From an optimization exercise on the open Yosys and OpenROAD flow, aimed at small area and a short achievable clock period; shortcuts taken in it are not production practice.
No functional check of the RTL was part of any run shown here.

==> flow/design.v, too long to show whole: its modules and the start of the top module <==
// module vxe_fma_top: 3158 lines
// module vxe_fa: 10 lines
// module vxe_ha: 9 lines
module vxe_fma_top (
  input  wire logic        clk,
  input  wire logic        nrst,
  input  wire logic        i_vld,
  input  wire logic [31:0] i_a,
  input  wire logic [31:0] i_x,
  input  wire logic [31:0] i_b,
  input  wire logic [3:0]  i_tag,
  output      logic        o_vld,
  output      logic [31:0] o_res,
  output      logic        o_ovf,
  output      logic [3:0]  o_tag,
  output      logic        o_busy
);
  // ...
==> flow/run.sh <==
#!/bin/bash
# synth_recipe.tcl (not shown) runs the flow's synth.tcl, then flattens the netlist and writes it again
# the make line also repeats each setting of config.mk as NAME=value (left out here)
make -C /OpenROAD-flow-scripts/flow DESIGN_CONFIG=/design/flow/config.mk WORK_HOME=/design/flow/orfs CLKGATE_MAP_FILE= SYNTH_SCRIPT=/design/flow/synth_recipe.tcl finish
==> flow/config.mk <==
export PLATFORM = sky130hd
export DESIGN_NAME = vxe_fma_top
export DESIGN_NICKNAME = vxe_fma_top
export VERILOG_FILES = /design/flow/design.v
export SDC_FILE = /design/flow/constraint.sdc
export NUM_CORES = 4
export LEC_CHECK = 0
export CAP_MARGIN = 20
export CORE_MARGIN = 2
export CORE_UTILIZATION = 40
export SLEW_MARGIN = 20
export SYNTH_HIERARCHICAL = 1
export SYNTH_MINIMUM_KEEP_SIZE = 0
==> flow/constraint.sdc <==
create_clock -name core_clock -period 10.0 [get_ports {clk}]
set_input_delay 2.0000 -clock core_clock [delete_from_list [all_inputs] [get_ports {clk}]]
set_output_delay 2.0000 -clock core_clock [all_outputs]
set_load 0.01 [all_outputs]
==> results.json, run 1 <==
{
  "maxCapViolCount": 0,
  "cts_tree": "built",
  "route.met2.wl_mm": 46.9,
  "final_cell_mix": "530 x xnor2_1, 496 x a22oi_1, 456 x dfxtp_1",
  "skew_ns": 0.0248,
  "start_util": 0.405,
  "worst_setup_path_end_kind": "flop",
  "buffer_area_frac": 0.0537,
  "vias": 24000,
  "cp.buffers_inverters": 0,
  "largestClassByArea": "multi-input gates",
  "timing.rr.start": "r2_12_0",
  "timing.rr.end": "sum_q[46]",
  "port_buffers": 141,
  "cp_data_required_time_ns": 10.49,
  "async_flop_share": 0.0124,
  "grt_use_met2": 0.384,
  "seq_share": 0.260,
  "r2r_cells": 12,
  "seq_cell_count": 484,
  "nFillCells": 7537,
  "antenna_found_initial": 6,
  "tapCellCount": 1070,
  "h-tree-depth": 2,
  "n_all_buffers": 221,
  "syn_inst": 2991,
  "wl_met1_mm": 43.8,
  "rows": 105,
  "synthXorXnorAreaFrac": 0.154,
  "seq_area_um2": 9750,
  "status": "timing/DRC/antenna clean",
  "rsz0062_at_grt": "no"
}
==> run 2, diff against run 1 <==
--- a/flow/config.mk
+++ b/flow/config.mk
@@ -5,9 +5,9 @@
 export SDC_FILE = /design/flow/constraint.sdc
 export NUM_CORES = 4
 export LEC_CHECK = 0
-export CAP_MARGIN = 20
+export CAP_MARGIN = 50
 export CORE_MARGIN = 2
 export CORE_UTILIZATION = 40
-export SLEW_MARGIN = 20
+export SLEW_MARGIN = 70
 export SYNTH_HIERARCHICAL = 1
 export SYNTH_MINIMUM_KEEP_SIZE = 0
==> run 2 against run 1 <==
Against the previous run: non-clock buffer count rose by 12; synthesized cell count unchanged; cell count rose by 0.20%; highest routed layer unchanged.
==> results.json, run 2 <==
{
  "worstPathMaxFanout": 4,
  "final_common_cell": "xnor2_1",
  "r2r_cells": 12,
  "antenna_found_initial": 8,
  "cts_setup_buffers": 0,
  "io_pins": 142,
  "die_y_um": 293,
  "worstPathCellList": "fa_1, fa_1, ha_1, nand4_1, o221a_2, o21ai_0, o21ai_0, a21oi_2, a31oi_2, o21ai_1, a41oi_1, xnor2_1",
  "wire_per_inst_um": 25.3,
  "setup_viol": 0,
  "nFillCells": 7465,
  "hold_class": "flop to flop",
  "synth_top_area_frac": 0.287,
  "synth_area_leaders": "dfxtp_1 29%, fa_1 27%, xnor2_1 14%, a22oi_1 11%, ha_1 4.1%",
  "grt_pass1_vias": 25800,
  "clk_pin_slew_worst_paths_ns": 0.06,
  "core_um2": 82200,
  "grt_pass1_wl_mm": 159,
  "wl_mm": 104,
  "synth_area_per_cell_um2": 11.1,
  "finalSetupTns_ns": 0,
  "critPathKind": "flop to flop",
  "place_inst": 3989,
  "async_flop_share": 0.0124,
  "cp_data_required_time_ns": 10.49,
  "areaGrowthSynthToFinish_pct": 14.1,
  "largest_register_ffs": 48,
  "die_area_um2": 85600,
  "vias": 24000,
  "status": "timing/DRC/antenna clean",
  "critPathArrivalTime_ns": 4.52,
  "viasPerCell": 5.87,
  "h-tree-depth": 2,
  "die_x_um": 293,
  "drc": 0,
  "largest-register": "sum_q",
  "port_buffers": 141,
  "yosysUniqueCellTypes": 71,
  "finalMaxSlewViolations": 0,
  "numCtsBuffers": 55,
  "globalRouteTotalUtil": 0.241,
  "yosys_warnings": 7,
  "synth_top_cell_by_area": "dfxtp_1",
  "synth-main-ff-cell": "dfxtp_1",
  "setup_ws_ns": 5.97,
  "syn_inst": 2991,
  "slew_headroom": 0.700,
  "place_worst_setup_slack_ns": 5.90,
  "nets": 3646,
  "cts_hold_buf": 0,
  "grt-ovfl-total": 0,
  "post-synth-top-count-cell": "xnor2_1",
  "ys_seq_area_frac": 0.292,
  "n_antenna_cell": 0,
  "synthesis.nets": 3657,
  "cp_slowest_stage_delay_ns": 0.57,
  "drt_pass1_iterations": 6,
  "insertion_delay_ns": 0.62,
  "cts_tree": "built",
  "cts.repair.resized": 0,
  "final_cells": 4092,
  "fin_util": 0.462,
  "synth_common_cells": "530 x xnor2_1, 496 x a22oi_1, 478 x dfxtp_1",
  "rsz0062_at_grt": "no",
  "globalplace.congestion": 0.896,
  "start_util": 0.405,
  "synth-edff-count": 0,
  "fin_area_um2": 38000,
  "timing.final.crit_share": 0.403,
  "grt_max_degree": 35,
  "synth_area_um2": 33300,
  "fin_crit_ns": 4.03,
  "clkSinkCount": 484,
  "ys_ff_latch": 484,
  "rows": 105,
  "cp_slowest_cell": "fa_1",
  "final_cell_mix": "530 x xnor2_1, 496 x a22oi_1, 456 x dfxtp_1",
  "placedInstanceArea_um2": 36000,
  "crit_path_start_kind": "flop",
  "ant_nets": 0,
  "dp_hpwl_mm": 71.5,
  "layout-drive-gt1-share": 0.0778,
  "hold_depth": 0,
  "skew_ns": 0.0260,
  "hold_violations": 0,
  "fmax_mhz": 248,
  "worst_setup_path_end_kind": "flop",
  "maxCapViolCount": 0,
  "tightest_slew_ns": 0.450,
  "drtIter0Drc": 2353,
  "cts_buffer_depth": 3,
  "cts-root-buf": "clkbuf_16"
}
[run 2: cell counts after synthesis]
No cell type changed its count.
[run 2: path summary, 6_finish.rpt]
kind                                  end  startpoint  slack, ns
worst max register to register  sum_q[46]     r2_12_0       5.97
min in group asynchronous          o_busy        nrst       1.62
worst min-delay path            o_res[11]    res4[11]       0.32
worst min register to register  o_res[11]    res4[11]       0.32
max in group asynchronous           o_vld        nrst       8.17
worst max-delay path            sum_q[46]     r2_12_0       5.97
[run 2: final cells by class]
type                            count  area [µm²]  share of cell area
Clock inverter                     24         293             0.00770
Timing Repair Buffer              233        2580              0.0678
Inverter                           57         214             0.00563
Sequential cell                   484        9750               0.256
Clock buffer                       75        1580              0.0417
Tap cell                         1070        1340              0.0352
Multi-Input combinational cell   2149       22300               0.586
[run 2: stage by stage]
stage / hold WS [ns]
3_3_place_gp: 0.310
5_1_grt: 0.328
2_1_floorplan: 0.310
6_report: 0.323
3_5_place_dp: 0.312
4_1_cts: 0.325
[run 2: layer usage]
layer | wire (µm) | global-route usage | vias to the layer above
li1 | - | - | 10200
met1 | 42800 | 0.325 | 12200
met2 | 46500 | 0.376 | 1380
met3 | 10800 | 0.0621 | 240
met4 | 3430 | 0.0849 | 16
met5 | 99 | 0 | -
[run 2: modules after synthesis, one instance, submodules excluded]
module | flip-flops and latches | area (µm²) | copies in the design
vxe_fa | 0 | 20.0 | 454
vxe_ha | 0 | 12.5 | 36
vxe_fma_top | 484 | 23800 | 1
[run 2: worst max-delay path, delay by kind of cell (launching register included)]
kind / cells / cell delay [ns]
xor+xnor: 1 / 0.17
compound gates: 7 / 1.88
flops: 1 / 0.32
fa+ha+maj: 3 / 1.35
simple gates: 1 / 0.17
[run 2: cell families after synthesis]
logic type / after synthesis / share of synthesized area
compound gates: 773 / 0.167
xor+xnor: 586 / 0.154
fa+ha+maj: 563 / 0.314
flops: 484 / 0.292
buf+inv: 358 / 0.0421
simple gates: 227 / 0.0318

## port drivers added, routing unchanged
No port has a modelled driver above. Below, the same layouts with a new extraction and two added sets of constraints.
Step 1, drivers: a clkbuf_16 drives clk and a buf_2 each remaining input, both assumed.
Step 2 moves the port delays by t, midway between the first and last clock arrival at a register: inputs arrive t later, outputs are due t later. That takes back most of the time a late clock gives input paths.
Three values: ideal ports, drivers, drivers and shift; two values: the first two.
| run | t, ns | slack for setup (ns) | worst setup path at the end | clock arrival spread, ns | worst register clock-pin slew, ns |
|---|---|---|---|---|---|
| run 1 | 0.682 | 5.630 / 5.630 / 5.630 | register to register | 0.025 / 0.025 | 0.06 / 0.06 |
| run 2 | 0.673 | 5.969 / 5.969 / 5.969 | register to register | 0.027 / 0.026 | 0.06 / 0.06 |
After both steps every run listed still meets setup and hold.
